What follows belongs to an exercise in optimizing a design on an open flow for small area, a short achievable clock period and few clock cycles per item; a production flow would make more cautious choices. No functional check of the RTL was part of any run shown here.

`flow/design.v`:
```
`default_nettype none
package turbo_llr_pkg;
    typedef logic signed [13-1:0] llr_t;
    typedef logic signed [4-1:0]  ch_sample_t;
    typedef logic [5-1:0]      info_bits_t;
    localparam llr_t NEG_INF = {1'b1, {(13-1){1'b0}}};
    function automatic llr_t llr_sat_add(input llr_t a, input llr_t b);
        logic signed [13:0] wide;
        wide = a + b;
        if (wide[13] != wide[13-1]) begin
            llr_sat_add = wide[13] ? 13'({1'b1, {(13-1){1'b0}}})
                                   : 13'({1'b0, {(13-1){1'b1}}});
        end else begin
            llr_sat_add = 13'(wide[13-1:0]);
        end
    endfunction
    function automatic llr_t llr_sat_sub(input llr_t a, input llr_t b);
        logic signed [13:0] wide;
        wide = a - b;
        if (wide[13] != wide[13-1]) begin
            llr_sat_sub = wide[13] ? 13'({1'b1, {(13-1){1'b0}}})
                                   : 13'({1'b0, {(13-1){1'b1}}});
        end else begin
            llr_sat_sub = 13'(wide[13-1:0]);
        end
    endfunction
    function automatic llr_t llr_max(input llr_t a, input llr_t b);
        llr_max = (b > a) ? b : a;
    endfunction
    function automatic llr_t llr_sel(input logic s, input llr_t a, input llr_t b);
        llr_sel = ({13{s}} & a) | ({13{~s}} & b);
    endfunction
    function automatic llr_t ch2(input logic [4-1:0] v);
        ch2 = {{(13-4-1){v[4-1]}}, v, 1'b0};
    endfunction
    function automatic llr_t neg_inf_add(input llr_t x);
        neg_inf_add = x[13-1] ? NEG_INF : {1'b1, x[13-2:0]};
    endfunction
endpackage
`default_nettype wire
`default_nettype none
package turbo_fsm_pkg;
    localparam logic [14:0] PERM = {3'd3, 3'd1, 3'd2, 3'd4, 3'd0};
endpackage
`default_nettype wire
`timescale 1ns/10ps
`default_nettype none
module turbo_input_buffer (
    input  wire logic                     clk_p_i,
    input  wire logic                     reset_n_i,
    input  wire logic                     in_valid_i,
    input  wire logic [4-1:0]   sys_i,
    input  wire logic [4-1:0]   par1_i,
    input  wire logic [4-1:0]   par2_i,
    input  wire logic                     take_i,       
    output logic                          in_ready_o,
    output logic                          stg_full_o,
    output logic [(5 + 2)-1:0][4-1:0] stg_sys_o,
    output logic [(5 + 2)-1:0][4-1:0] stg_par1_o,
    output logic [(5 + 2)-1:0][4-1:0] stg_par2_o,
    output logic [(5 + 2)-1:0][4-1:0] sys_o,
    output logic [(5 + 2)-1:0][4-1:0] par1_o,
    output logic [(5 + 2)-1:0][4-1:0] par2_o
);
    logic [3-1:0] step_q;
    logic                     accept;
    assign accept = in_valid_i && in_ready_o;
    always_ff @(posedge clk_p_i or negedge reset_n_i) begin
        if (!reset_n_i) begin
            step_q     <= '0;
            in_ready_o <= 1'b1;
            stg_full_o <= 1'b0;
        end else begin
            if (accept) begin
                if (step_q == 3'((5 + 2) - 1)) begin
                    step_q     <= '0;
                    stg_full_o <= 1'b1;
                    in_ready_o <= 1'b0;
                end else begin
                    step_q <= step_q + 1'b1;
                end
            end else if (take_i) begin
                stg_full_o <= 1'b0;
                in_ready_o <= 1'b1;
            end
        end
    end
    always_ff @(posedge clk_p_i) begin
        if (accept) begin
            stg_sys_o[step_q]  <= sys_i;
            stg_par1_o[step_q] <= par1_i;
            stg_par2_o[step_q] <= par2_i;
        end
        if (take_i) begin
            sys_o  <= stg_sys_o;
            par1_o <= stg_par1_o;
            par2_o <= stg_par2_o;
        end
    end
endmodule
`default_nettype wire
`timescale 1ns/10ps
`default_nettype none
module norm_max (
    input  wire turbo_llr_pkg::llr_t ca_i, cb_i, e_i,
    output turbo_llr_pkg::llr_t      n_o
);
    logic ge, epos;
    turbo_llr_pkg::llr_t ta, tb;
    always_comb begin
        ge   = (ca_i >= cb_i);
        epos = (e_i > 0);
        ta   = turbo_llr_pkg::llr_sat_sub(ca_i, e_i);
        tb   = turbo_llr_pkg::llr_sat_sub(cb_i, e_i);
        n_o  = turbo_llr_pkg::llr_sel(epos, turbo_llr_pkg::llr_sel(ge, ta, tb), turbo_llr_pkg::llr_sel(ge, ca_i, cb_i));
    end
endmodule
module acs_fwd (
    input  wire turbo_llr_pkg::llr_t a1_i, a2_i, a3_i,
    input  wire turbo_llr_pkg::llr_t s_i, p_i, sp_i,
    output turbo_llr_pkg::llr_t      a1_o, a2_o, a3_o
);
    turbo_llr_pkg::llr_t e, c1a, c1b, c3a, c3b;
    always_comb begin
        e   = turbo_llr_pkg::llr_sat_add(a1_i, sp_i);
        c1a = turbo_llr_pkg::llr_sat_add(a2_i, s_i);
        c1b = turbo_llr_pkg::llr_sat_add(a3_i, p_i);
        c3a = turbo_llr_pkg::llr_sat_add(a2_i, p_i);
        c3b = turbo_llr_pkg::llr_sat_add(a3_i, s_i);
    end
    norm_max n1_i (.ca_i(c1a), .cb_i(c1b), .e_i(e), .n_o(a1_o));
    norm_max n2_i (.ca_i(sp_i), .cb_i(a1_i), .e_i(e), .n_o(a2_o));
    norm_max n3_i (.ca_i(c3a), .cb_i(c3b), .e_i(e), .n_o(a3_o));
endmodule
module acs_bwd (
    input  wire turbo_llr_pkg::llr_t b1_i, b2_i, b3_i,
    input  wire turbo_llr_pkg::llr_t s_i, p_i, sp_i,
    output turbo_llr_pkg::llr_t      b1_o, b2_o, b3_o,
    output turbo_llr_pkg::llr_t      y01_o, y20_o, y21_o, y30_o, y31_o
);
    always_comb begin
        y01_o = turbo_llr_pkg::llr_sat_add(sp_i, b2_i);
        y20_o = turbo_llr_pkg::llr_sat_add(p_i, b3_i);
        y21_o = turbo_llr_pkg::llr_sat_add(s_i, b1_i);
        y30_o = turbo_llr_pkg::llr_sat_add(p_i, b1_i);
        y31_o = turbo_llr_pkg::llr_sat_add(s_i, b3_i);
    end
    norm_max n1_i (.ca_i(b2_i), .cb_i(sp_i), .e_i(y01_o), .n_o(b1_o));
    norm_max n2_i (.ca_i(y20_o), .cb_i(y21_o), .e_i(y01_o), .n_o(b2_o));
    norm_max n3_i (.ca_i(y30_o), .cb_i(y31_o), .e_i(y01_o), .n_o(b3_o));
endmodule
module llr_stage1 (
    input  wire turbo_llr_pkg::llr_t a1_i, a2_i, a3_i,
    input  wire turbo_llr_pkg::llr_t sp_i, b2_i,
    input  wire turbo_llr_pkg::llr_t y01_i, y20_i, y21_i, y30_i, y31_i,
    output turbo_llr_pkg::llr_t      m0a_o, m0b_o, m1a_o, m1b_o
);
    localparam int W = 13;
    turbo_llr_pkg::llr_t z10, z11, z20, z30, z21, z31;
    logic signed [W+1:0] d0b, d1b;
    always_comb begin
        z10 = turbo_llr_pkg::llr_sat_add(a1_i, b2_i);
        z11 = turbo_llr_pkg::llr_sat_add(a1_i, sp_i);
        z20 = turbo_llr_pkg::llr_sat_add(a2_i, y20_i);
        z30 = turbo_llr_pkg::llr_sat_add(a3_i, y30_i);
        z21 = turbo_llr_pkg::llr_sat_add(a2_i, y21_i);
        z31 = turbo_llr_pkg::llr_sat_add(a3_i, y31_i);
        d0b = (W+2)'(a2_i) + (W+2)'(y20_i) - (W+2)'(a3_i) - (W+2)'(y30_i);
        d1b = (W+2)'(a2_i) + (W+2)'(y21_i) - (W+2)'(a3_i) - (W+2)'(y31_i);
        m0a_o = turbo_llr_pkg::llr_max('0, z10);
        m1a_o = turbo_llr_pkg::llr_sel(b2_i >= a1_i, y01_i, z11);
        m0b_o = turbo_llr_pkg::llr_sel(d0b >= 0, z20, z30);
        m1b_o = turbo_llr_pkg::llr_sel(d1b >= 0, z21, z31);
    end
endmodule
module siso_maxlog (
    input  wire logic                      clk_p_i,
    input  wire logic                      s0_i,       
    input  wire logic                      newblk_i,   
    input  wire logic [6:1]                cyc_i,      
    input  wire logic                      dec_i,      
    input  wire logic                      first_i,    
    input  wire logic [(5 + 2)-1:0][4-1:0] stg_sys_i,
    input  wire logic [(5 + 2)-1:0][4-1:0] stg_par1_i,
    input  wire logic [(5 + 2)-1:0][4-1:0] sys_i,
    input  wire logic [(5 + 2)-1:0][4-1:0] par1_i,
    input  wire logic [(5 + 2)-1:0][4-1:0] par2_i,
    output logic                           hard_b_o,   
    output logic                           hard_f_o    
);
    localparam logic [14:0] PERM = turbo_fsm_pkg::PERM;
    typedef logic signed [13:0] k_t;
    k_t ext_q [5];
    turbo_llr_pkg::llr_t bg_s_q, bg_sp_q, fg_s_q, fg_sp_q;
    logic [4-1:0] bg_p_q, fg_p_q;
    turbo_llr_pkg::llr_t bg_p, fg_p;
    turbo_llr_pkg::llr_t a1_q, a2_q, a3_q;           
    turbo_llr_pkg::llr_t a1s1_q, a1s2_q, a1s3_q;     
    turbo_llr_pkg::llr_t b1_q, b2_q, b3_q;           
    turbo_llr_pkg::llr_t b4s1_q, b4s2_q, b4s3_q;     
    turbo_llr_pkg::llr_t mb0a_q, mb0b_q, mb1a_q, mb1b_q;
    turbo_llr_pkg::llr_t mf0a_q, mf0b_q, mf1a_q, mf1b_q;
    function automatic logic [3:0] sys_of(input int k, input logic d);
        sys_of = d ? sys_i[PERM[3*k +: 3]] : sys_i[k];
    endfunction
    function automatic k_t k_of(input int k, input logic d, input logic f);
        k_of = f ? k_t'(turbo_llr_pkg::ch2(sys_of(k, d))) : (d ? ext_q[PERM[3*k +: 3]] : ext_q[k]);
    endfunction
    function automatic turbo_llr_pkg::llr_t s_of(input k_t k);
        if (k[13] != k[13-1])
            s_of = k[13] ? turbo_llr_pkg::NEG_INF : ~turbo_llr_pkg::NEG_INF;
        else
            s_of = k[13-1:0];
    endfunction
    function automatic logic [3:0] par_of(input int k, input logic d);
        par_of = d ? par2_i[k] : par1_i[k];
    endfunction
    k_t bg_apr, fg_apr, g0_apr;
    logic [3:0] bg_sys, bg_par, fg_sys, fg_par;
    turbo_llr_pkg::llr_t bg_s, bg_sp, fg_s, fg_sp, stg_s, stg_sp;
    logic newb;
    assign newb = s0_i || newblk_i;
    always_comb begin
        bg_apr = '0; bg_sys = '0; bg_par = '0;
        if (cyc_i[6]) begin
            bg_apr = k_of(4, ~dec_i, 1'b0); bg_sys = sys_of(4, ~dec_i); bg_par = par_of(4, ~dec_i);
        end else if (cyc_i[1]) begin
            bg_apr = k_of(3, dec_i, first_i); bg_sys = sys_of(3, dec_i); bg_par = par_of(3, dec_i);
        end else if (cyc_i[2]) begin
            bg_apr = k_of(2, dec_i, first_i); bg_sys = sys_of(2, dec_i); bg_par = par_of(2, dec_i);
        end else if (cyc_i[3]) begin
            bg_apr = k_of(1, dec_i, first_i); bg_sys = sys_of(1, dec_i); bg_par = par_of(1, dec_i);
        end else begin
            bg_apr = k_of(0, dec_i, first_i); bg_sys = sys_of(0, dec_i); bg_par = par_of(0, dec_i);
        end
        if (cyc_i[1]) begin
            fg_apr = k_of(1, dec_i, first_i); fg_sys = sys_of(1, dec_i); fg_par = par_of(1, dec_i);
        end else if (cyc_i[2]) begin
            fg_apr = k_of(2, dec_i, first_i); fg_sys = sys_of(2, dec_i); fg_par = par_of(2, dec_i);
        end else if (cyc_i[3]) begin
            fg_apr = k_of(3, dec_i, first_i); fg_sys = sys_of(3, dec_i); fg_par = par_of(3, dec_i);
        end else begin
            fg_apr = k_of(4, dec_i, first_i); fg_sys = sys_of(4, dec_i); fg_par = par_of(4, dec_i);
        end
        g0_apr = k_of(0, dec_i, first_i);
        bg_s  = s_of(bg_apr);
        bg_sp = turbo_llr_pkg::llr_sat_add(bg_s, turbo_llr_pkg::ch2(bg_par));
        stg_s  = turbo_llr_pkg::ch2(stg_sys_i[4]);
        stg_sp = stg_s + turbo_llr_pkg::ch2(stg_par1_i[4]);
        fg_s  = s_of(fg_apr);
        fg_sp = turbo_llr_pkg::llr_sat_add(fg_s, turbo_llr_pkg::ch2(fg_par));
    end
    assign bg_p = turbo_llr_pkg::ch2(bg_p_q);
    assign fg_p = turbo_llr_pkg::ch2(fg_p_q);
    turbo_llr_pkg::llr_t g0_s, g0_p, g0_sp, g0_a13;
    always_comb begin
        g0_s   = s_of(g0_apr);
        g0_p   = turbo_llr_pkg::ch2(par_of(0, dec_i));
        g0_sp  = turbo_llr_pkg::llr_sat_add(g0_s, g0_p);
        g0_a13 = turbo_llr_pkg::neg_inf_add(turbo_llr_pkg::llr_max(g0_s, g0_p));
    end
    function automatic logic [38:0] beta5(input logic [3:0] s5, s6, p5, p6, q5, q6, input logic d);
        turbo_llr_pkg::llr_t x1, x2, x3;
        if (d) begin
            x1 = turbo_llr_pkg::ch2(q5);
            x2 = turbo_llr_pkg::ch2(q6);
            x3 = turbo_llr_pkg::ch2(q5) + turbo_llr_pkg::ch2(q6);
        end else begin
            x1 = turbo_llr_pkg::ch2(s5) + turbo_llr_pkg::ch2(p5);
            x2 = turbo_llr_pkg::ch2(s5) + turbo_llr_pkg::ch2(s6) + turbo_llr_pkg::ch2(p6);
            x3 = turbo_llr_pkg::ch2(p5) + turbo_llr_pkg::ch2(s6) + turbo_llr_pkg::ch2(p6);
        end
        beta5 = {x3, x2, x1};
    endfunction
    logic [38:0] b5_cur, b5_nxt, b5_stg;
    assign b5_cur = beta5(sys_i[5], sys_i[6], par1_i[5], par1_i[6], par2_i[5], par2_i[6], dec_i);
    assign b5_nxt = beta5(sys_i[5], sys_i[6], par1_i[5], par1_i[6], par2_i[5], par2_i[6], ~dec_i);
    assign b5_stg = beta5(stg_sys_i[5], stg_sys_i[6], stg_par1_i[5], stg_par1_i[6], 4'd0, 4'd0, 1'b0);
    turbo_llr_pkg::llr_t bb1, bb2, bb3, bn1, bn2, bn3, by01, by20, by21, by30, by31;
    assign bb1 = b1_q;
    assign bb2 = b2_q;
    assign bb3 = b3_q;
    acs_bwd bwd_i (
        .b1_i(bb1), .b2_i(bb2), .b3_i(bb3), .s_i(bg_s_q), .p_i(bg_p), .sp_i(bg_sp_q),
        .b1_o(bn1), .b2_o(bn2), .b3_o(bn3),
        .y01_o(by01), .y20_o(by20), .y21_o(by21), .y30_o(by30), .y31_o(by31)
    );
    turbo_llr_pkg::llr_t la1, la2, la3, mb0a, mb0b, mb1a, mb1b;
    always_comb begin
        if (cyc_i[3]) begin
            la1 = a1_q; la2 = a2_q; la3 = a3_q;
        end else if (cyc_i[4]) begin
            la1 = a1s1_q; la2 = a1s2_q; la3 = a1s3_q;
        end else begin
            la1 = turbo_llr_pkg::NEG_INF; la2 = turbo_llr_pkg::NEG_INF; la3 = turbo_llr_pkg::NEG_INF;
        end
    end
    llr_stage1 llrb_i (
        .a1_i(la1), .a2_i(la2), .a3_i(la3), .sp_i(bg_sp_q), .b2_i(bb2),
        .y01_i(by01), .y20_i(by20), .y21_i(by21), .y30_i(by30), .y31_i(by31),
        .m0a_o(mb0a), .m0b_o(mb0b), .m1a_o(mb1a), .m1b_o(mb1b)
    );
    turbo_llr_pkg::llr_t fn1, fn2, fn3;
    acs_fwd fwd_i (
        .a1_i(a1_q), .a2_i(a2_q), .a3_i(a3_q), .s_i(fg_s_q), .p_i(fg_p), .sp_i(fg_sp_q),
        .a1_o(fn1), .a2_o(fn2), .a3_o(fn3)
    );
    turbo_llr_pkg::llr_t fb1, fb2, fb3, fy01, fy20, fy21, fy30, fy31, mf0a, mf0b, mf1a, mf1b;
    turbo_llr_pkg::llr_t unused1, unused2, unused3;
    assign fb1 = b4s1_q;
    assign fb2 = b4s2_q;
    assign fb3 = b4s3_q;
    acs_bwd fsum_i (
        .b1_i(fb1), .b2_i(fb2), .b3_i(fb3), .s_i(fg_s_q), .p_i(fg_p), .sp_i(fg_sp_q),
        .b1_o(unused1), .b2_o(unused2), .b3_o(unused3),
        .y01_o(fy01), .y20_o(fy20), .y21_o(fy21), .y30_o(fy30), .y31_o(fy31)
    );
    llr_stage1 llrf_i (
        .a1_i(a1_q), .a2_i(a2_q), .a3_i(a3_q), .sp_i(fg_sp_q), .b2_i(fb2),
        .y01_i(fy01), .y20_i(fy20), .y21_i(fy21), .y30_i(fy30), .y31_i(fy31),
        .m0a_o(mf0a), .m0b_o(mf0b), .m1a_o(mf1a), .m1b_o(mf1b)
    );
    int kb, kf;
    k_t apr_b, apr_f, ext_b, ext_f;
    logic [3:0] sys_b, sys_f;
    always_comb begin
        kb = cyc_i[4] ? 2 : (cyc_i[5] ? 1 : 0);
        kf = cyc_i[5] ? 3 : 4;
        apr_b = k_of(kb, dec_i, first_i);
        sys_b = sys_of(kb, dec_i);
        apr_f = k_of(kf, dec_i, first_i);
        sys_f = sys_of(kf, dec_i);
    end
    extrinsic_unit extb_i (
        .m0a_i(mb0a_q), .m0b_i(mb0b_q), .m1a_i(mb1a_q), .m1b_i(mb1b_q),
        .k_i(apr_b), .sys_i(sys_b), .k_o(ext_b), .hard_o(hard_b_o)
    );
    extrinsic_unit extf_i (
        .m0a_i(mf0a_q), .m0b_i(mf0b_q), .m1a_i(mf1a_q), .m1b_i(mf1b_q),
        .k_i(apr_f), .sys_i(sys_f), .k_o(ext_f), .hard_o(hard_f_o)
    );
    always_ff @(posedge clk_p_i) begin
        if (newb) begin
            bg_s_q  <= stg_s;
            bg_sp_q <= stg_sp;
            bg_p_q  <= stg_par1_i[4];
        end else begin
            bg_s_q  <= bg_s;
            bg_sp_q <= bg_sp;
            bg_p_q  <= bg_par;
        end
        fg_s_q  <= fg_s;
        fg_sp_q <= fg_sp;
        fg_p_q  <= fg_par;
        if (cyc_i[1]) begin
            a1_q <= g0_a13; a2_q <= g0_sp; a3_q <= g0_a13;
        end else begin
            a1_q <= fn1; a2_q <= fn2; a3_q <= fn3;
        end
        if (cyc_i[2]) begin
            a1s1_q <= a1_q; a1s2_q <= a2_q; a1s3_q <= a3_q;
        end
        if (newb) begin
            {b3_q, b2_q, b1_q} <= b5_stg;
        end else if (cyc_i[6]) begin
            {b3_q, b2_q, b1_q} <= b5_nxt;
        end else begin
            b1_q <= bn1; b2_q <= bn2; b3_q <= bn3;
        end
        if (cyc_i[1]) begin
            b4s1_q <= bn1; b4s2_q <= bn2; b4s3_q <= bn3;
        end else if (cyc_i[4]) begin
            {b4s3_q, b4s2_q, b4s1_q} <= b5_cur;
        end
        mb0a_q <= mb0a; mb0b_q <= mb0b; mb1a_q <= mb1a; mb1b_q <= mb1b;
        mf0a_q <= mf0a; mf0b_q <= mf0b; mf1a_q <= mf1a; mf1b_q <= mf1b;
        if (cyc_i[4]) ext_q[dec_i ? PERM[3*2 +: 3] : 3'd2] <= ext_b;
        if (cyc_i[5]) begin
            ext_q[dec_i ? PERM[3*1 +: 3] : 3'd1] <= ext_b;
            ext_q[dec_i ? PERM[3*3 +: 3] : 3'd3] <= ext_f;
        end
        if (cyc_i[6]) begin
            ext_q[dec_i ? PERM[3*0 +: 3] : 3'd0] <= ext_b;
            ext_q[dec_i ? PERM[3*4 +: 3] : 3'd4] <= ext_f;
        end
    end
endmodule
`default_nettype wire
`timescale 1ns/10ps
`default_nettype none
module extrinsic_unit (
    input  wire turbo_llr_pkg::llr_t m0a_i,    
    input  wire turbo_llr_pkg::llr_t m0b_i,
    input  wire turbo_llr_pkg::llr_t m1a_i,    
    input  wire turbo_llr_pkg::llr_t m1b_i,
    input  wire logic signed [13:0] k_i,    
    input  wire logic [4-1:0] sys_i,
    output logic signed [13:0] k_o,         
    output logic                     hard_o
);
    localparam int W = 13;
    localparam logic signed [W+1:0] HI = (1 <<< (W - 1)) - 1;
    localparam logic signed [W+1:0] LO = -(1 <<< (W - 1));
    logic                   ge0, ge1;
    logic signed [W:0]      daa, dab, dba, dbb, d;
    turbo_llr_pkg::llr_t    app, c;
    logic signed [W+1:0]    w, u, t, chi, clo, khi, klo;
    logic                   uhi, ulo, thi, tlo;
    always_comb begin
        ge0 = (m0a_i >= m0b_i);
        ge1 = (m1a_i >= m1b_i);
        daa = (W+1)'(m1a_i) - (W+1)'(m0a_i);
        dab = (W+1)'(m1a_i) - (W+1)'(m0b_i);
        dba = (W+1)'(m1b_i) - (W+1)'(m0a_i);
        dbb = (W+1)'(m1b_i) - (W+1)'(m0b_i);
        d = ({(W+1){ ge1 &  ge0}} & daa) | ({(W+1){ ge1 & ~ge0}} & dab)
          | ({(W+1){~ge1 &  ge0}} & dba) | ({(W+1){~ge1 & ~ge0}} & dbb);
        if (d > HI) app = HI[W-1:0];
        else if (d < LO) app = LO[W-1:0];
        else app = d[W-1:0];
        hard_o = (d >= 0);
    end
    always_comb begin
        c   = turbo_llr_pkg::ch2(sys_i);
        w   = (W+2)'(c) - (W+2)'(k_i);
        u   = (W+2)'(app) + w;
        t   = (W+2)'(app) - (W+2)'(k_i);
        chi = HI + (W+2)'(c);
        clo = LO + (W+2)'(c);
        khi = (c >= 0) ? HI : chi;
        klo = (c > 0) ? clo : LO;
        uhi = (u > HI);
        ulo = (u < LO);
        thi = (t > HI);
        tlo = (t < LO);
        k_o = ({(W+1){uhi}} & (W+1)'(khi))
            | ({(W+1){~uhi & ulo}} & (W+1)'(klo))
            | ({(W+1){~uhi & ~ulo & thi}} & (W+1)'(chi))
            | ({(W+1){~uhi & ~ulo & ~thi & tlo}} & (W+1)'(clo))
            | ({(W+1){~uhi & ~ulo & ~thi & ~tlo}} & (W+1)'(u));
    end
endmodule
`default_nettype wire
`timescale 1ns/10ps
`default_nettype none
module turbo_ctrl (
    input  wire logic                      clk_p_i,
    input  wire logic                      reset_n_i,
    input  wire logic                      stg_full_i,
    input  wire logic                      hard_b_i,
    input  wire logic                      hard_f_i,
    output logic                           take_o,     
    output logic                           s0_o,       
    output logic                           newblk_o,   
    output logic [6:1]                     cyc_o,
    output logic                           dec_o,
    output logic                           first_o,
    output turbo_llr_pkg::info_bits_t      dec_bits_o,
    output logic                           done_o
);
    localparam logic [14:0] PERM = turbo_fsm_pkg::PERM;
    logic                       run_q;
    logic [4-1:0]   iter_q;
    turbo_llr_pkg::info_bits_t  hard1_q;
    turbo_llr_pkg::info_bits_t  hard2_q;
    turbo_llr_pkg::info_bits_t  hard2_nat;
    logic                       stop;
    assign s0_o     = !run_q && stg_full_i;
    assign newblk_o = run_q && cyc_o[6] && dec_o && stop && stg_full_i;
    assign take_o   = s0_o || newblk_o;
    always_comb begin
        hard2_nat = hard2_q;
        hard2_nat[PERM[3*0 +: 3]] = hard_b_i;
        hard2_nat[PERM[3*4 +: 3]] = hard_f_i;
        stop = (hard2_nat == hard1_q) || (iter_q == 4'(10 - 1));
    end
    always_ff @(posedge clk_p_i or negedge reset_n_i) begin
        if (!reset_n_i) begin
            run_q      <= 1'b0;
            cyc_o      <= '0;
            dec_o      <= 1'b0;
            first_o    <= 1'b0;
            iter_q     <= '0;
            done_o     <= 1'b0;
            dec_bits_o <= '0;
        end else begin
            done_o <= 1'b0;
            if (run_q && cyc_o[6] && dec_o && stop) begin
                done_o     <= 1'b1;
                dec_bits_o <= hard2_nat;
            end
            if (take_o) begin
                run_q   <= 1'b1;
                cyc_o   <= 6'b000001;
                dec_o   <= 1'b0;
                first_o <= 1'b1;
                iter_q  <= '0;
            end else if (run_q) begin
                if (!cyc_o[6]) begin
                    cyc_o <= {cyc_o[5:1], 1'b0};
                end else if (!dec_o) begin
                    cyc_o   <= 6'b000001;
                    dec_o   <= 1'b1;
                    first_o <= 1'b0;
                end else if (stop) begin
                    run_q      <= 1'b0;
                    cyc_o      <= '0;
                end else begin
                    cyc_o  <= 6'b000001;
                    dec_o  <= 1'b0;
                    iter_q <= iter_q + 1'b1;
                end
            end
        end
    end
    always_ff @(posedge clk_p_i) begin
        if (!dec_o) begin
            if (cyc_o[4]) hard1_q[2] <= hard_b_i;
            if (cyc_o[5]) begin hard1_q[1] <= hard_b_i; hard1_q[3] <= hard_f_i; end
            if (cyc_o[6]) begin hard1_q[0] <= hard_b_i; hard1_q[4] <= hard_f_i; end
        end else begin
            if (cyc_o[4]) hard2_q[PERM[3*2 +: 3]] <= hard_b_i;
            if (cyc_o[5]) begin
                hard2_q[PERM[3*1 +: 3]] <= hard_b_i;
                hard2_q[PERM[3*3 +: 3]] <= hard_f_i;
            end
        end
    end
endmodule
`default_nettype wire
`timescale 1ns/10ps
`default_nettype none
module turbo_dec_top (
    input  wire logic                      clk_p_i,
    input  wire logic                      reset_n_i,
    input  wire logic                      in_valid_i,
    input  wire turbo_llr_pkg::ch_sample_t sys_i,
    input  wire turbo_llr_pkg::ch_sample_t par1_i,
    input  wire turbo_llr_pkg::ch_sample_t par2_i,
    output logic                           in_ready_o,
    output turbo_llr_pkg::info_bits_t      dec_bits_o,
    output logic                           done_o
);
    logic                      take, s0, newblk;
    logic                      stg_full;
    logic [6:1]                cyc;
    logic                      dec;
    logic                      first;
    logic                      hard_b, hard_f;
    logic [(5 + 2)-1:0][4-1:0]  stg_sys, stg_par1, stg_par2;
    logic [(5 + 2)-1:0][4-1:0]  sys_blk, par1_blk, par2_blk;
    turbo_input_buffer buffer_i (
        .clk_p_i(clk_p_i), .reset_n_i(reset_n_i), .in_valid_i(in_valid_i),
        .sys_i(sys_i), .par1_i(par1_i), .par2_i(par2_i), .take_i(take),
        .in_ready_o(in_ready_o), .stg_full_o(stg_full),
        .stg_sys_o(stg_sys), .stg_par1_o(stg_par1), .stg_par2_o(stg_par2),
        .sys_o(sys_blk), .par1_o(par1_blk), .par2_o(par2_blk)
    );
    turbo_ctrl ctrl_i (
        .clk_p_i(clk_p_i), .reset_n_i(reset_n_i), .stg_full_i(stg_full),
        .hard_b_i(hard_b), .hard_f_i(hard_f),
        .take_o(take), .s0_o(s0), .newblk_o(newblk), .cyc_o(cyc), .dec_o(dec), .first_o(first),
        .dec_bits_o(dec_bits_o), .done_o(done_o)
    );
    siso_maxlog siso_i (
        .clk_p_i(clk_p_i), .s0_i(s0), .newblk_i(newblk), .cyc_i(cyc), .dec_i(dec), .first_i(first),
        .stg_sys_i(stg_sys), .stg_par1_i(stg_par1),
        .sys_i(sys_blk), .par1_i(par1_blk), .par2_i(par2_blk),
        .hard_b_o(hard_b), .hard_f_o(hard_f)
    );
endmodule
`default_nettype wire
```
`flow/flow/run.sh`:
```
#!/bin/bash
# The standard layout, with the timing repair asked to leave a setup
# margin so that it also works on paths that already meet the clock
set -euo pipefail
export SETUP_SLACK_MARGIN=14
export SKIP_GATE_CLONING=1
bash standard.sh > standard.log 2>&1
```
`flow/standard.sh`:
```
#!/bin/bash
# synth_recipe.tcl (not shown) runs the flow's synth.tcl, then flattens the netlist and writes it again
# the make line also repeats each setting of config.mk as NAME=value (left out here)
make -C /OpenROAD-flow-scripts/flow DESIGN_CONFIG=/design/flow/config.mk WORK_HOME=/design/flow/orfs CLKGATE_MAP_FILE= SYNTH_SCRIPT=/design/flow/synth_recipe.tcl "${@:-finish}"
```
`flow/config.mk`:
```
export PLATFORM = sky130hd
export DESIGN_NAME = turbo_dec_top
export DESIGN_NICKNAME = turbo_dec_top
export VERILOG_FILES = /design/flow/design.v
export SDC_FILE = /design/flow/constraint.sdc
export NUM_CORES = 4
export LEC_CHECK = 0
export ABC_AREA = 1
export CAP_MARGIN = 20
export CORE_MARGIN = 2
export CORE_UTILIZATION = 40
export CTS_BUF_LIST = sky130_fd_sc_hd__clkbuf_8
export SLEW_MARGIN = 20
```
`flow/constraint.sdc`:
```
create_clock -name core_clock -period 20.0 [get_ports {clk_p_i}]
set_input_delay 4.0000 -clock core_clock [delete_from_list [all_inputs] [get_ports {clk_p_i}]]
set_output_delay 4.0000 -clock core_clock [all_outputs]
set_load 0.01 [all_outputs]
```
==> metrics.md, run 1 <==
| Metric | Value |
|---|---|
| Status | `complete, no violations` |
| Finished Layout Cells | `12900` |
| Die ar. | `183000 um2` |
| Remaining routing DRC violations | `0` |
| Synth Instances | `10200` |
| Cells after DPL | `12500` |
| Dpl cell area | `74800 um2` |
| Clk_skew | `0.125 ns` |
| Final Setup Violations | `0` |
| CP bufs+invs | `6` |
| CP most frequent cell | `nand2_1` |
| Top FF cell, synth | `edfxtp_1` |
| Worst Tran Pin Value | `1.15 ns` |
| Startpoint Class | `flop` |
| Yosys warning count | `8` |
| Vias/cell | `5.76` |
| Via Count | `74400` |
| Critical Path RT | `20.81 ns` |
| Distinct cell type count after synthesis | `74` |
| Antenna viol nets, final | `0` |
| CTS root buf | `clkbuf_8` |
| Clock Latency Late Sink | `0.94 ns` |
| # H-tree levels | `3` |
| Sink Count | `590` |
| Synth area leader | `ha_1` |
| Slew Viols, Final | `0` |
| Design Area, Final | `83200 um2` |
| WS Path Type | `reg -> reg` |
| Global-route wire length before repair | `448000 um` |
| Layout Nets | `11700` |
| Crit path max-delay family | `simple AND/OR/NAND/NOR gates` |
| Share of post-route cells with drive strength above 1 | `13.1%` |
| Die H | `428 um` |
| Placer Congestion | `1.07` |
| Worst hold-check path type | `reg -> reg` |
| Critical-path maximum fanout | `9` |
| Register area share after synthesis | `21.1%` |
| Number of synthesized flops with an enable pin | `324` |
| Crit path DAT | `6.72 ns` |
| Largest net degree at the start of global routing | `78` |
| Die X | `428 um` |
| CP max-delay cell | `dfxtp_1` |
| Element type at the critical path end | `flop` |
| Detailed Route WL | `313000 um` |
| Starting Density | `40.3%` |
| Hpwl dp | `252000 um` |
| Post-layout min period | `5.91 ns` |
| Area delta synth->final | `15.8%` |
| Initial DRC count | `8260` |
| Worst Slack Setup Final | `14.09 ns` |
| Antenna violations before repair | `10` |
| Max_cap viols | `0` |
| # rows | `155` |
| Slew HR | `23.4%` |
| Clock buffer depth | `3` |
| Async SR Flop Fraction | `4.07%` |
| Final hold violation count | `0` |
| Fmax | `169 MHz` |
| Vias in the first global route | `69100` |
| CTS tree | `built` |
| Cts bufs inserted | `112` |
| Core footprint | `178000 um2` |
| Max incr delay on CP | `0.67 ns` |
| First drt pass iteration count | `6` |
| RSZ-0062 raised after global routing | `true` |
| Num ports | `22` |
| Hold-fix buffers, CTS | `0` |
| DR WL/cell | `24.2 um` |
| Total congestion overflow | `0` |
| Top cell type's share of synthesized area | `17.4%` |
| Setup TNS | `0 ns` |
| Synth Register Bits | `590` |
| Largest cells by area after synthesis | `ha_1, edfxtp_1, nand2_1` |
| Port bufs | `21` |
| Tot GR Track Use | `32.6%` |
| Tcrit/Tclk final | `29.5%` |
| Post-Syn Area | `71900 um2` |
| Clock-pin slew on the worst setup and hold paths | `0.06 ns` |
| Dpl ws | `12.03 ns` |
| Syn_area_per_cell | `7.02 um2` |
[worst register-to-register path, delay by kind of cell, from the launching register on]
kind / cells / cell delay (ns)
compound gates: 4 / 0.58
xor+xnor: 2 / 0.40
fa+ha+maj: 3 / 1.05
buf+inv: 6 / 0.99
flops: 1 / 0.67
simple gates: 18 / 2.22
[Yosys cell counts (51+ instances only)]
cell type / number
o21bai_1: 51
xor2_1: 328
a22oi_1: 51
nor2_1: 620
or2_2: 76
nand2_1: 2444
o211ai_1: 53
edfxtp_1: 324
a31oi_1: 51
dfxtp_1: 242
ha_1: 1001
nand4_1: 90
fa_1: 211
o22ai_1: 69
a21oi_1: 948
clkbuf_1: 174
nor3_1: 138
inv_1: 1383
xnor2_1: 133
o21ai_0: 848
nand3_1: 506
[routing by layer]
metal	global-route usage [%]	share of wire (%)	vias to the layer above
met4	18.9	6.9	0
met5	0	0	-
li1	-	-	34900
met3	5.27	8.7	778
met2	49.7	43	3546
met1	43.6	42	35200
[sequential cells by signal (all words and copies together), names as in the netlist, 28 cells and up]
register and count:
buffer_i.par1_o 28, buffer_i.par2_o 28, buffer_i.stg_par1_o 28, buffer_i.stg_par2_o 28, buffer_i.stg_sys_o 28, buffer_i.sys_o 28
siso_i.ext_q 70
[path summary, 6_finish.rpt]
check | slack (ns) | cells after the start | from | endpoint
max | 14.09 | 33 | siso_i.a1_q[4] | siso_i.a2_q[1]
min | 0.44 | 0 | buffer_i.stg_par1_o[9] | buffer_i.par1_o[9]
max reg2reg | 14.09 | 33 | siso_i.a1_q[4] | siso_i.a2_q[1]
min reg2reg | 0.44 | 0 | buffer_i.stg_par1_o[9] | buffer_i.par1_o[9]
max in group asynchronous | 15.98 | 1 | reset_n_i | ctrl_i.cyc_o[1]
min in group asynchronous | 3.24 | 1 | reset_n_i | ctrl_i.cyc_o[2]
[metrics by stage]
stage	utilization (%)	hold slack, ns
after floorplan	-	0.420
after global placement	41.9	0.425
after detailed placement	41.9	0.426
after CTS	44.6	0.439
after global routing	46.6	0.454
final	46.7	0.439
[final cells by class]
type                            instances  area (um2)
Clock buffer                          133        1830
Clock inverter                         79         678
Timing Repair Buffer                  360        3130
Multi-Input combinational cell       7998       53800
Fill cell                           18100       95200
Inverter                             1410        5480
Sequential cell                       590       15300
Antenna cell                            4        10.0
Tap cell                             2355        2950
[what timing repair did]
action / 4_1_cts / 5_1_grt
hold endpoints to repair: 0 / 0
buffers inserted: 92 / 165
setup endpoints to repair: 268 / 268
pin swaps: 53 / 174
resized for setup: 419 / 677
[cell usage in the layout, fill, tap and decap left out, drive strengths merged, types with 133 or more instances in the layout]
cell and count:
inv 1402, nor2 633, edfxtp 324, nor3 138, buf 333, nand3 516, fa 211, nand2 2461
dfxtp 242, clkbuf 140, xor2 328, a21oi 950, o21ai 878, xnor2 133, ha 1001
[cells by family (layout without fill, tap and decap cells)]
logic type | after synthesis | after routing | synth area share, %
AO/OA/AOI/OAI | 2354 | 2354 | 18.3
AND/OR/NAND/NOR | 3965 | 3965 | 22.9
flip-flops | 590 | 590 | 21.1
other | 1 | 6 | 0.00522
buffers and inverters | 1652 | 1982 | 8.76
XOR/XNOR | 461 | 461 | 5.62
adder cells (fa/ha/maj) | 1212 | 1212 | 23.3
multiplexers | 4 | 4 | 0.0557
==> run 2: changes to the inputs <==
--- a/flow/design.v
+++ b/flow/design.v
@@ -24,6 +24,15 @@
             llr_sat_sub = 13'(wide[13-1:0]);
         end
     endfunction
+    function automatic llr_t llr_sat_sub_lo(input llr_t a, input llr_t b);
+        logic signed [13:0] wide;
+        wide = a - b;
+        if (wide[13] != wide[13-1]) begin
+            llr_sat_sub_lo = 13'({1'b1, {(13-1){1'b0}}});
+        end else begin
+            llr_sat_sub_lo = 13'(wide[13-1:0]);
+        end
+    endfunction
     function automatic llr_t llr_max(input llr_t a, input llr_t b);
         llr_max = (b > a) ? b : a;
     endfunction
@@ -110,8 +119,8 @@
     always_comb begin
         ge   = (ca_i >= cb_i);
         epos = (e_i > 0);
-        ta   = turbo_llr_pkg::llr_sat_sub(ca_i, e_i);
-        tb   = turbo_llr_pkg::llr_sat_sub(cb_i, e_i);
+        ta   = turbo_llr_pkg::llr_sat_sub_lo(ca_i, e_i);
+        tb   = turbo_llr_pkg::llr_sat_sub_lo(cb_i, e_i);
         n_o  = turbo_llr_pkg::llr_sel(epos, turbo_llr_pkg::llr_sel(ge, ta, tb), turbo_llr_pkg::llr_sel(ge, ca_i, cb_i));
     end
 endmodule
@@ -195,7 +204,7 @@
     logic [4-1:0] bg_p_q, fg_p_q;
     turbo_llr_pkg::llr_t bg_p, fg_p;
     turbo_llr_pkg::llr_t a1_q, a2_q, a3_q;           
-    turbo_llr_pkg::llr_t a1s1_q, a1s2_q, a1s3_q;     
+    turbo_llr_pkg::llr_t a1s1_q, a1s2_q;
     turbo_llr_pkg::llr_t b1_q, b2_q, b3_q;           
     turbo_llr_pkg::llr_t b4s1_q, b4s2_q, b4s3_q;     
     turbo_llr_pkg::llr_t mb0a_q, mb0b_q, mb1a_q, mb1b_q;
@@ -290,7 +299,7 @@
         if (cyc_i[3]) begin
             la1 = a1_q; la2 = a2_q; la3 = a3_q;
         end else if (cyc_i[4]) begin
-            la1 = a1s1_q; la2 = a1s2_q; la3 = a1s3_q;
+            la1 = a1s1_q; la2 = a1s2_q; la3 = a1s1_q;
         end else begin
             la1 = turbo_llr_pkg::NEG_INF; la2 = turbo_llr_pkg::NEG_INF; la3 = turbo_llr_pkg::NEG_INF;
         end
@@ -358,7 +367,7 @@
             a1_q <= fn1; a2_q <= fn2; a3_q <= fn3;
         end
         if (cyc_i[2]) begin
-            a1s1_q <= a1_q; a1s2_q <= a2_q; a1s3_q <= a3_q;
+            a1s1_q <= a1_q; a1s2_q <= a2_q;
         end
         if (newb) begin
             {b3_q, b2_q, b1_q} <= b5_stg;
==> run 2 against run 1 <==
Net effect: still clean on timing, DRC and antenna; fmax down 4.3%; routed wire length shrank 0.61%; via count is 0.82% lower; synthesized cell count fell by 1.6%; setup slack worse by 0.26 ns; flip-flop and latch count down 13; critical path type unchanged; critical endpoint is now siso_i.b4s3_q[1]; largest cell class unchanged.
==> metrics.md, run 2 <==
| Metric | Value |
|---|---|
| Status | `complete, no violations (unchanged)` |
| Gr busiest metal | `met2 (unchanged)` |
| Largest cells by area after synthesis | `ha_1, edfxtp_1, nand2_1 (unchanged)` |
| Via Count | `73800 (was 74400)` |
| Yosys warning count | `8 (unchanged)` |
| Max_cap viols | `0 (unchanged)` |
| Die ar. | `181000 um2 (was 183000 um2)` |
| Slew Viols, Final | `0 (unchanged)` |
| Post-Syn Area | `71000 um2 (was 71900 um2)` |
| Most frequent cell after synthesis | `nand2_1 (unchanged)` |
| Setup TNS | `0 ns (unchanged)` |
| # rows | `154 (was 155)` |
| Starting Density | `40.3% (about the same)` |
| Number of flip-flops in the largest register | `70 (unchanged)` |
| Distinct cell type count after synthesis | `83 (was 74)` |
| Antenna violations before repair | `16 (was 10)` |
| Die H | `425 um (was 428 um)` |
| Worst Slack Setup Final | `13.83 ns (was 14.09 ns)` |
| Tcrit/Tclk final | `30.9% (was 29.5%)` |
| Vias/cell | `5.68 (was 5.76)` |
| WS Path Type | `reg -> reg (unchanged)` |
| Sink Count | `577 (was 590)` |
| Core footprint | `176000 um2 (was 178000 um2)` |
| Critical-path maximum fanout | `8 (was 9)` |
| Dpl cell area | `73900 um2 (was 74800 um2)` |
| Clock-pin slew on the worst setup and hold paths | `0.08 ns (was 0.06 ns)` |
| Slew HR | `21.7% (was 23.4%)` |
| Post-layout min period | `6.17 ns (was 5.91 ns)` |
| Commonest non-fill, non-tap cell in the layout | `nand2_1 (unchanged)` |
| Post-synth top cells | `nand2_1, inv_1, ha_1 (unchanged)` |
| Async SR Flop Fraction | `4.16% (was 4.07%)` |
| Antenna viol nets, final | `0 (unchanged)` |
| Tot GR Track Use | `32.6% (about the same)` |
| CTS root buf | `clkbuf_8 (unchanged)` |
| Dpl ws | `11.92 ns (was 12.03 ns)` |
| Grt met2 use | `52.1% (was 49.7%)` |
| Clock Latency Late Sink | `0.92 ns (was 0.94 ns)` |
| Fmax | `162 MHz (was 169 MHz)` |
| CTS tree | `built (unchanged)` |
| Layout Nets | `11800 (was 11700)` |
| Die X | `425 um (was 428 um)` |
| First drt pass iteration count | `7 (was 6)` |
| Synth area leader | `ha_1 (unchanged)` |
| Share of post-route cells with drive strength above 1 | `19.4% (was 13.1%)` |
| Max incr delay on CP | `0.42 ns (was 0.67 ns)` |
| Design Area, Final | `87100 um2 (was 83200 um2)` |
| Worst hold-check path type | `reg -> reg (unchanged)` |
| Detailed Route WL | `312000 um (was 313000 um)` |
| Cts bufs inserted | `104 (was 112)` |
| Synth Register Bits | `577 (was 590)` |
| Hpwl dp | `246000 um (was 252000 um)` |
| Remaining routing DRC violations | `0 (unchanged)` |
| Global-route wire length before repair | `440000 um (was 448000 um)` |
| Startpoint Class | `flop (unchanged)` |
| CP most frequent cell | `nand2_2 (was nand2_1)` |
| Crit path DAT | `6.92 ns (was 6.72 ns)` |
| Num ports | `22 (unchanged)` |
| Top FF cell, synth | `edfxtp_1 (unchanged)` |
| Final Setup Violations | `0 (unchanged)` |
| Worst Tran Pin Value | `1.17 ns (was 1.15 ns)` |
| M3 GR Usage | `4.86% (was 5.27%)` |
| Top cell type's share of synthesized area | `17.9% (was 17.4%)` |
| CP max-delay cell | `fa_2 (was dfxtp_1)` |
| Clock buffer depth | `3 (unchanged)` |
| Register area share after synthesis | `20.8% (was 21.1%)` |
| Final hold violation count | `0 (unchanged)` |
| Fillers | `17400 (was 18100)` |
| Most frequent cells in the layout | `nand2_1, inv_1, ha_1 (unchanged)` |
| Largest net degree at the start of global routing | `71 (was 78)` |
| Synth Instances | `10100 (was 10200)` |
| Total congestion overflow | `0 (unchanged)` |
| Placer Congestion | `1.04 (was 1.07)` |
| Hold-fix buffers, CTS | `0 (unchanged)` |
| Met1 global-route usage | `41.4% (was 43.6%)` |
| Port bufs | `21 (unchanged)` |
| Number of synthesized flops with an enable pin | `311 (was 324)` |
| Final core utilization | `49.4% (was 46.7%)` |
| Critical Path RT | `20.75 ns (was 20.81 ns)` |
| Clk_skew | `0.101 ns (was 0.125 ns)` |
| Initial DRC count | `7046 (was 8260)` |
| Area delta synth->final | `22.6% (was 15.8%)` |
| RSZ-0062 raised after global routing | `true (unchanged)` |
| WHS | `0.429 ns (was 0.439 ns)` |
| Vias in the first global route | `68600 (was 69100)` |
| Element type at the critical path end | `flop (unchanged)` |
| Syn_area_per_cell | `7.05 um2 (was 7.02 um2)` |
| # H-tree levels | `3 (unchanged)` |
| DR WL/cell | `24.0 um (was 24.2 um)` |
-- run 2: cell types whose count changed after synthesis, moves of 35 or more --
| cell | before | now |
|---|---|---|
| inv_1 | 1383 | 1480 |
| o21ai_0 | 848 | 804 |
| a21oi_1 | 948 | 907 |
| nand2_1 | 2444 | 2225 |
| nand4_1 | 90 | 55 |
| o22ai_1 | 69 | 127 |
| xnor2_1 | 133 | 93 |
-- run 2: critical path: cells and delay by family, from the launching register on --
family / cells / cell delay [ns]
AND/OR/NAND/NOR: 16 / 1.76
adder cells (fa/ha/maj): 5 / 1.57
AO/OA/AOI/OAI: 8 / 1.22
buffers and inverters: 7 / 0.69
flip-flops: 1 / 0.37
XOR/XNOR: 2 / 0.37
-- run 2: per-stage QoR --
stage	instances
global placement	12300
detailed placement	12300
finish	13000
CTS	12700
global route	13000
floorplan	10100
-- run 2: worst paths after layout --
path / from / end / slack, ns / depth (start not counted)
worst max-delay path: siso_i.bg_sp_q[0] / siso_i.b4s3_q[1] / 13.83 / 38
worst min-delay path: buffer_i.stg_par2_o[18] / buffer_i.par2_o[18] / 0.43 / 0
worst max register to register: siso_i.bg_sp_q[0] / siso_i.b4s3_q[1] / 13.83 / 38
worst min register to register: buffer_i.stg_par2_o[18] / buffer_i.par2_o[18] / 0.43 / 0
max in group asynchronous: reset_n_i / ctrl_i.dec_bits_o[0] / 16.23 / 1
min in group asynchronous: reset_n_i / ctrl_i.cyc_o[4] / 3.17 / 1
-- run 2: logic make-up after synthesis --
group,after synthesis,share of synthesized area [%]
adders and majority gates,1224,23.8
muxes,7,0.0987
xor gates and xnor gates,405,5.00
other,1,0.00528
and+or+nand+nor,3810,22.6
AOI/OAI and AO/OA,2313,18.3
DFF,577,20.8
buffers and inverters,1739,9.35
-- run 2: metal layers --
| layer | routed length, um | share of wire [%] |
|---|---|---|
| met5 | 200 | 0.064 |
| met4 | 23400 | 7.5 |
| met3 | 22800 | 7.3 |
| met2 | 139000 | 44 |
| met1 | 127000 | 41 |
-- run 2: repair_timing --
| item | CTS | global route |
|---|---|---|
| pin swaps | 130 | 493 |
| gates resized for setup | 737 | 1037 |
| setup endpoints to repair | 272 | 264 |
| setup buffers | 223 | 290 |
-- run 2: cell type report --
class / count / area (um2) / area share, %
Timing Repair Buffer: 620 / 5580 / 6.41
Multi-Input combinational cell: 7761 / 55400 / 63.6
Clock buffer: 115 / 1580 / 1.82
Clock inverter: 78 / 604 / 0.694
Antenna cell: 5 / 12.5 / 0.0144
Tap cell: 2340 / 2930 / 3.36
Inverter: 1512 / 5890 / 6.77
Sequential cell: 577 / 15000 / 17.3
==> run 3: changes to the inputs <==
--- a/flow/design.v
+++ b/flow/design.v
@@ -24,15 +24,6 @@
             llr_sat_sub = 13'(wide[13-1:0]);
         end
     endfunction
-    function automatic llr_t llr_sat_sub_lo(input llr_t a, input llr_t b);
-        logic signed [13:0] wide;
-        wide = a - b;
-        if (wide[13] != wide[13-1]) begin
-            llr_sat_sub_lo = 13'({1'b1, {(13-1){1'b0}}});
-        end else begin
-            llr_sat_sub_lo = 13'(wide[13-1:0]);
-        end
-    endfunction
     function automatic llr_t llr_max(input llr_t a, input llr_t b);
         llr_max = (b > a) ? b : a;
     endfunction
@@ -110,36 +101,21 @@
 `default_nettype wire
 `timescale 1ns/10ps
 `default_nettype none
-module norm_max (
-    input  wire turbo_llr_pkg::llr_t ca_i, cb_i, e_i,
-    output turbo_llr_pkg::llr_t      n_o
-);
-    logic ge, epos;
-    turbo_llr_pkg::llr_t ta, tb;
-    always_comb begin
-        ge   = (ca_i >= cb_i);
-        epos = (e_i > 0);
-        ta   = turbo_llr_pkg::llr_sat_sub_lo(ca_i, e_i);
-        tb   = turbo_llr_pkg::llr_sat_sub_lo(cb_i, e_i);
-        n_o  = turbo_llr_pkg::llr_sel(epos, turbo_llr_pkg::llr_sel(ge, ta, tb), turbo_llr_pkg::llr_sel(ge, ca_i, cb_i));
-    end
-endmodule
 module acs_fwd (
     input  wire turbo_llr_pkg::llr_t a1_i, a2_i, a3_i,
     input  wire turbo_llr_pkg::llr_t s_i, p_i, sp_i,
     output turbo_llr_pkg::llr_t      a1_o, a2_o, a3_o
 );
-    turbo_llr_pkg::llr_t e, c1a, c1b, c3a, c3b;
+    turbo_llr_pkg::llr_t d0, d1, d2, d3;
     always_comb begin
-        e   = turbo_llr_pkg::llr_sat_add(a1_i, sp_i);
-        c1a = turbo_llr_pkg::llr_sat_add(a2_i, s_i);
-        c1b = turbo_llr_pkg::llr_sat_add(a3_i, p_i);
-        c3a = turbo_llr_pkg::llr_sat_add(a2_i, p_i);
-        c3b = turbo_llr_pkg::llr_sat_add(a3_i, s_i);
+        d0 = turbo_llr_pkg::llr_max('0, turbo_llr_pkg::llr_sat_add(a1_i, sp_i));
+        d2 = turbo_llr_pkg::llr_max(sp_i, a1_i);
+        d3 = turbo_llr_pkg::llr_max(turbo_llr_pkg::llr_sat_add(a2_i, p_i), turbo_llr_pkg::llr_sat_add(a3_i, s_i));
+        d1 = turbo_llr_pkg::llr_max(turbo_llr_pkg::llr_sat_add(a2_i, s_i), turbo_llr_pkg::llr_sat_add(a3_i, p_i));
+        a1_o = turbo_llr_pkg::llr_sat_sub(d1, d0);
+        a2_o = turbo_llr_pkg::llr_sat_sub(d2, d0);
+        a3_o = turbo_llr_pkg::llr_sat_sub(d3, d0);
     end
-    norm_max n1_i (.ca_i(c1a), .cb_i(c1b), .e_i(e), .n_o(a1_o));
-    norm_max n2_i (.ca_i(sp_i), .cb_i(a1_i), .e_i(e), .n_o(a2_o));
-    norm_max n3_i (.ca_i(c3a), .cb_i(c3b), .e_i(e), .n_o(a3_o));
 endmodule
 module acs_bwd (
     input  wire turbo_llr_pkg::llr_t b1_i, b2_i, b3_i,
@@ -147,16 +123,21 @@
     output turbo_llr_pkg::llr_t      b1_o, b2_o, b3_o,
     output turbo_llr_pkg::llr_t      y01_o, y20_o, y21_o, y30_o, y31_o
 );
+    turbo_llr_pkg::llr_t d0, d1, d2, d3;
     always_comb begin
         y01_o = turbo_llr_pkg::llr_sat_add(sp_i, b2_i);
         y20_o = turbo_llr_pkg::llr_sat_add(p_i, b3_i);
         y21_o = turbo_llr_pkg::llr_sat_add(s_i, b1_i);
         y30_o = turbo_llr_pkg::llr_sat_add(p_i, b1_i);
         y31_o = turbo_llr_pkg::llr_sat_add(s_i, b3_i);
+        d0 = turbo_llr_pkg::llr_max('0, y01_o);
+        d1 = turbo_llr_pkg::llr_max(b2_i, sp_i);
+        d2 = turbo_llr_pkg::llr_max(y20_o, y21_o);
+        d3 = turbo_llr_pkg::llr_max(y30_o, y31_o);
+        b1_o = turbo_llr_pkg::llr_sat_sub(d1, d0);
+        b2_o = turbo_llr_pkg::llr_sat_sub(d2, d0);
+        b3_o = turbo_llr_pkg::llr_sat_sub(d3, d0);
     end
-    norm_max n1_i (.ca_i(b2_i), .cb_i(sp_i), .e_i(y01_o), .n_o(b1_o));
-    norm_max n2_i (.ca_i(y20_o), .cb_i(y21_o), .e_i(y01_o), .n_o(b2_o));
-    norm_max n3_i (.ca_i(y30_o), .cb_i(y31_o), .e_i(y01_o), .n_o(b3_o));
 endmodule
 module llr_stage1 (
     input  wire turbo_llr_pkg::llr_t a1_i, a2_i, a3_i,
@@ -204,7 +185,7 @@
     logic [4-1:0] bg_p_q, fg_p_q;
     turbo_llr_pkg::llr_t bg_p, fg_p;
     turbo_llr_pkg::llr_t a1_q, a2_q, a3_q;           
-    turbo_llr_pkg::llr_t a1s1_q, a1s2_q;
+    turbo_llr_pkg::llr_t a1s1_q, a1s2_q, a1s3_q;     
     turbo_llr_pkg::llr_t b1_q, b2_q, b3_q;           
     turbo_llr_pkg::llr_t b4s1_q, b4s2_q, b4s3_q;     
     turbo_llr_pkg::llr_t mb0a_q, mb0b_q, mb1a_q, mb1b_q;
@@ -299,7 +280,7 @@
         if (cyc_i[3]) begin
             la1 = a1_q; la2 = a2_q; la3 = a3_q;
         end else if (cyc_i[4]) begin
-            la1 = a1s1_q; la2 = a1s2_q; la3 = a1s1_q;
+            la1 = a1s1_q; la2 = a1s2_q; la3 = a1s3_q;
         end else begin
             la1 = turbo_llr_pkg::NEG_INF; la2 = turbo_llr_pkg::NEG_INF; la3 = turbo_llr_pkg::NEG_INF;
         end
@@ -367,7 +348,7 @@
             a1_q <= fn1; a2_q <= fn2; a3_q <= fn3;
         end
         if (cyc_i[2]) begin
-            a1s1_q <= a1_q; a1s2_q <= a2_q;
+            a1s1_q <= a1_q; a1s2_q <= a2_q; a1s3_q <= a3_q;
         end
         if (newb) begin
             {b3_q, b2_q, b1_q} <= b5_stg;
==> flow/flow/run.sh (replaced) <==
#!/bin/bash
# The standard layout, with the timing repair asked to leave a setup
# margin so that it also works on paths that already meet the clock
set -euo pipefail
export SETUP_SLACK_MARGIN=13
export SKIP_GATE_CLONING=1
bash standard.sh > standard.log 2>&1
--- a/flow/config.mk
+++ b/flow/config.mk
@@ -9,5 +9,4 @@
 export CAP_MARGIN = 20
 export CORE_MARGIN = 2
 export CORE_UTILIZATION = 40
-export CTS_BUF_LIST = sky130_fd_sc_hd__clkbuf_8
 export SLEW_MARGIN = 20
==> run 3 against run 2 <==
Net effect: flip-flop and latch count grew 13; routed wire length shrank 16%; clock-buffer cell count shrank 12; final cell count shrank 13%; design area shrank 15%; via count shrank 14%; global-route usage shrank 2.6 points; synthesized area shrank 7.6%; setup slack lost 0.91 ns; die area shrank 7.5%; highest routed layer unchanged.
==> metrics.md, run 3 <==
| Metric | Value |
|---|---|
| Status | `complete, no violations (unchanged)` |
| Global-route wire length before repair | `378000 um (was 440000 um)` |
| Worst Tran Pin Value | `1.30 ns (was 1.17 ns)` |
| Initial DRC count | `6211 (was 7046)` |
| Max incr delay on CP | `0.36 ns (was 0.42 ns)` |
| Total congestion overflow | `0 (unchanged)` |
| Vias/cell | `5.61 (was 5.68)` |
| Slew Viols, Final | `0 (unchanged)` |
| Startpoint Class | `flop (unchanged)` |
| Synth Register Bits | `590 (was 577)` |
| Critical-path maximum fanout | `6 (was 8)` |
| Area delta synth->final | `13.0% (was 22.6%)` |
| Element type at the critical path end | `flop (unchanged)` |
| Most frequent cell after synthesis | `nand2_1 (unchanged)` |
| RSZ-0062 raised after global routing | `true (unchanged)` |
| Hpwl dp | `212000 um (was 246000 um)` |
| Num ports | `22 (unchanged)` |
| CTS root buf | `clkbuf_16 (was clkbuf_8)` |
| Number of synthesized flops with an enable pin | `324 (was 311)` |
| Clock-pin slew on the worst setup and hold paths | `0.06 ns (was 0.08 ns)` |
| Commonest non-fill, non-tap cell in the layout | `nand2_1 (unchanged)` |
| Largest cells by area after synthesis | `ha_1, edfxtp_1, nand2_1 (unchanged)` |
| Antenna viol nets, final | `0 (unchanged)` |
| Tcrit/Tclk final | `35.4% (was 30.9%)` |
| Top FF cell, synth | `edfxtp_1 (unchanged)` |
| Register area share after synthesis | `23.1% (was 20.8%)` |
| Starting Density | `40.3% (about the same)` |
| Die X | `409 um (was 425 um)` |
| Die ar. | `167000 um2 (was 181000 um2)` |
| DR WL/cell | `23.0 um (was 24.0 um)` |
| Via Count | `63600 (was 73800)` |
| Detailed Route WL | `261000 um (was 312000 um)` |
| Clk_skew | `0.0704 ns (was 0.101 ns)` |
| Clock Latency Late Sink | `0.73 ns (was 0.92 ns)` |
| Layout Nets | `10200 (was 11800)` |
| Share of post-route cells with drive strength above 1 | `9.18% (was 19.4%)` |
| Sink Count | `590 (was 577)` |
| CP most frequent cell | `nor2_1 (was nand2_2)` |
| Cts bufs inserted | `74 (was 104)` |
| Placer Congestion | `1.00 (was 1.04)` |
| Slew HR | `11.9% (was 21.7%)` |
| Post-synth top cells | `nand2_1, inv_1, ha_1 (unchanged)` |
| Final Setup Violations | `0 (unchanged)` |
| Post-Syn Area | `65600 um2 (was 71000 um2)` |
| WHS | `0.432 ns (was 0.429 ns)` |
| Top cell type's share of synthesized area | `17.5% (was 17.9%)` |
| Syn_area_per_cell | `7.29 um2 (was 7.05 um2)` |
| Async SR Flop Fraction | `4.07% (was 4.16%)` |
| Fillers | `16400 (was 17400)` |
| Core footprint | `163000 um2 (was 176000 um2)` |
| CP max-delay cell | `dfxtp_4 (was fa_2)` |
| Critical Path RT | `20.54 ns (was 20.75 ns)` |
| Vias in the first global route | `59500 (was 68600)` |
| Number of flip-flops in the largest register | `70 (unchanged)` |
| Max_cap viols | `0 (unchanged)` |
| Crit path DAT | `7.62 ns (was 6.92 ns)` |
| Antenna violations before repair | `14 (was 16)` |
| Synth area leader | `ha_1 (unchanged)` |
| Post-layout min period | `7.08 ns (was 6.17 ns)` |
| Largest net degree at the start of global routing | `62 (was 71)` |
| # rows | `148 (was 154)` |
| CTS tree | `built (unchanged)` |
| Most frequent cells in the layout | `nand2_1, inv_1, ha_1 (unchanged)` |
| Clock buffer depth | `3 (unchanged)` |
| Yosys warning count | `7 (was 8)` |
| Final hold violation count | `0 (unchanged)` |
| Port bufs | `21 (unchanged)` |
| First drt pass iteration count | `7 (unchanged)` |
| Fmax | `141 MHz (was 162 MHz)` |
| Remaining routing DRC violations | `0 (unchanged)` |
| Tot GR Track Use | `30.0% (was 32.6%)` |
| Setup TNS | `0 ns (unchanged)` |
| WS Path Type | `reg -> reg (unchanged)` |
| # H-tree levels | `3 (unchanged)` |
| Worst hold-check path type | `reg -> reg (unchanged)` |
| Die H | `409 um (was 425 um)` |
| Synth Instances | `8997 (was 10100)` |
| Distinct cell type count after synthesis | `70 (was 83)` |
## run 3: cell types whose count changed in the layout (fill, tap and decap cells not counted), sizes merged, moves of 34 or more
| cell | previous run | this run |
|---|---|---|
| inv | 1509 | 1257 |
| a21oi | 911 | 841 |
| o21ai | 835 | 882 |
| nand3b | 53 | 19 |
| nand3 | 502 | 352 |
| nand2 | 2253 | 1898 |
| or2 | 106 | 59 |
| ha | 1013 | 915 |
| nor3 | 134 | 100 |
| nor2 | 667 | 607 |
| buf | 597 | 223 |
| o22ai | 127 | 62 |
| xnor2 | 93 | 127 |
## run 3: kinds of logic after synthesis
group / after synthesis / synth area share, %
mux: 7 / 0.107
flops: 590 / 23.1
simple gates: 3136 / 19.7
other cells: 2 / 0.0114
fa+ha+maj: 1120 / 23.7
xor+xnor: 435 / 5.81
buf+inv: 1487 / 8.64
compound gates: 2220 / 18.9
## run 3: final timing paths
path,cells past startpoint,slack (ns),endpoint,from
worst max register to register,47,12.92,siso_i.b3_q[6],siso_i.bg_p_q[2]
worst max-delay path,47,12.92,siso_i.b3_q[6],siso_i.bg_p_q[2]
max in group asynchronous,2,16.03,ctrl_i.dec_o,reset_n_i
worst min-delay path,0,0.43,buffer_i.sys_o[6],buffer_i.stg_sys_o[6]
min in group asynchronous,2,3.65,buffer_i.step_q[1],reset_n_i
worst min register to register,0,0.43,buffer_i.sys_o[6],buffer_i.stg_sys_o[6]
## run 3: metal layers
layer	wire length [um]	track usage, %	vias up
met5	13	0	-
li1	-	-	30500
met4	14600	13.9	2
met2	114000	47.1	2558
met1	114000	40.8	30100
met3	18600	3.99	527
## run 3: per-stage QoR
step                      instance area, um2  worst slack (ns)  cells  utilization, %
after floorplan                        65600             13.03   9003               -
after global placement                 68200             11.28  11100            41.9
after detailed placement               68200             11.17  11100            41.9
after CTS                              71900             13.00  11200            44.2
after global routing                   74100             12.63  11400            45.6
final                                  74200             12.92  11400            45.6
## run 3: final cells by class
class	instances	area, um2	area share, %
Timing Repair Buffer	248	2050	2.77
Multi-Input combinational cell	6926	46600	62.9
Tap cell	2175	2720	3.67
Inverter	1274	4870	6.57
Antenna cell	1	2.50	0.00337
Clock buffer	103	2130	2.87
Sequential cell	590	15300	20.6
Clock inverter	34	497	0.670
## run 3: what timing repair did
| action | in CTS | in global routing |
|---|---|---|
| hold buffers | 0 | 0 |
| gates resized for setup | 236 | 408 |
| buffers inserted | 46 | 116 |
| pin swaps | 29 | 125 |
| setup endpoints to repair | 239 | 257 |
## run 3: critical path: cells and delay by family, from the launching register on
family	cells	cell delay, ns
AND/OR/NAND/NOR	18	1.68
AO/OA/AOI/OAI	15	2.11
buffers and inverters	8	1.11
flip-flops	1	0.36
adder cells (fa/ha/maj)	4	1.13
XOR/XNOR	2	0.48

==> afterwards: timing with drivers on the ports <==
No port has a modelled driver above. Below, the same layouts with a new extraction and two added sets of constraints.
Step 1: set_driving_cell puts a clkbuf_16 on clk_p_i and a buf_2 on each other input, an assumption about the parent block.
Step 2, shift: input delay + t, output delay - t, t = (earliest + latest rising clock arrival at the registers) / 2. This alone moves slack from input paths to output paths.
Three values: ideal ports, drivers, drivers and shift; two values: the first two.
run | t, ns | slack for setup (ns) | slew at the worst register clock pin (ns)
run 1 | 0.958 | 14.091 / 14.086 / 13.615 | 0.09 / 0.09
run 2 | 0.952 | 13.827 / 13.827 / 13.423 | 0.09 / 0.09
run 3 | 0.779 | 12.919 / 12.919 / 12.919 | 0.07 / 0.07
After both steps every run listed still meets setup and hold. The setup slack of run 1, which loses most, moves by -0.005 ns with the drivers and by -0.476 ns with both steps.
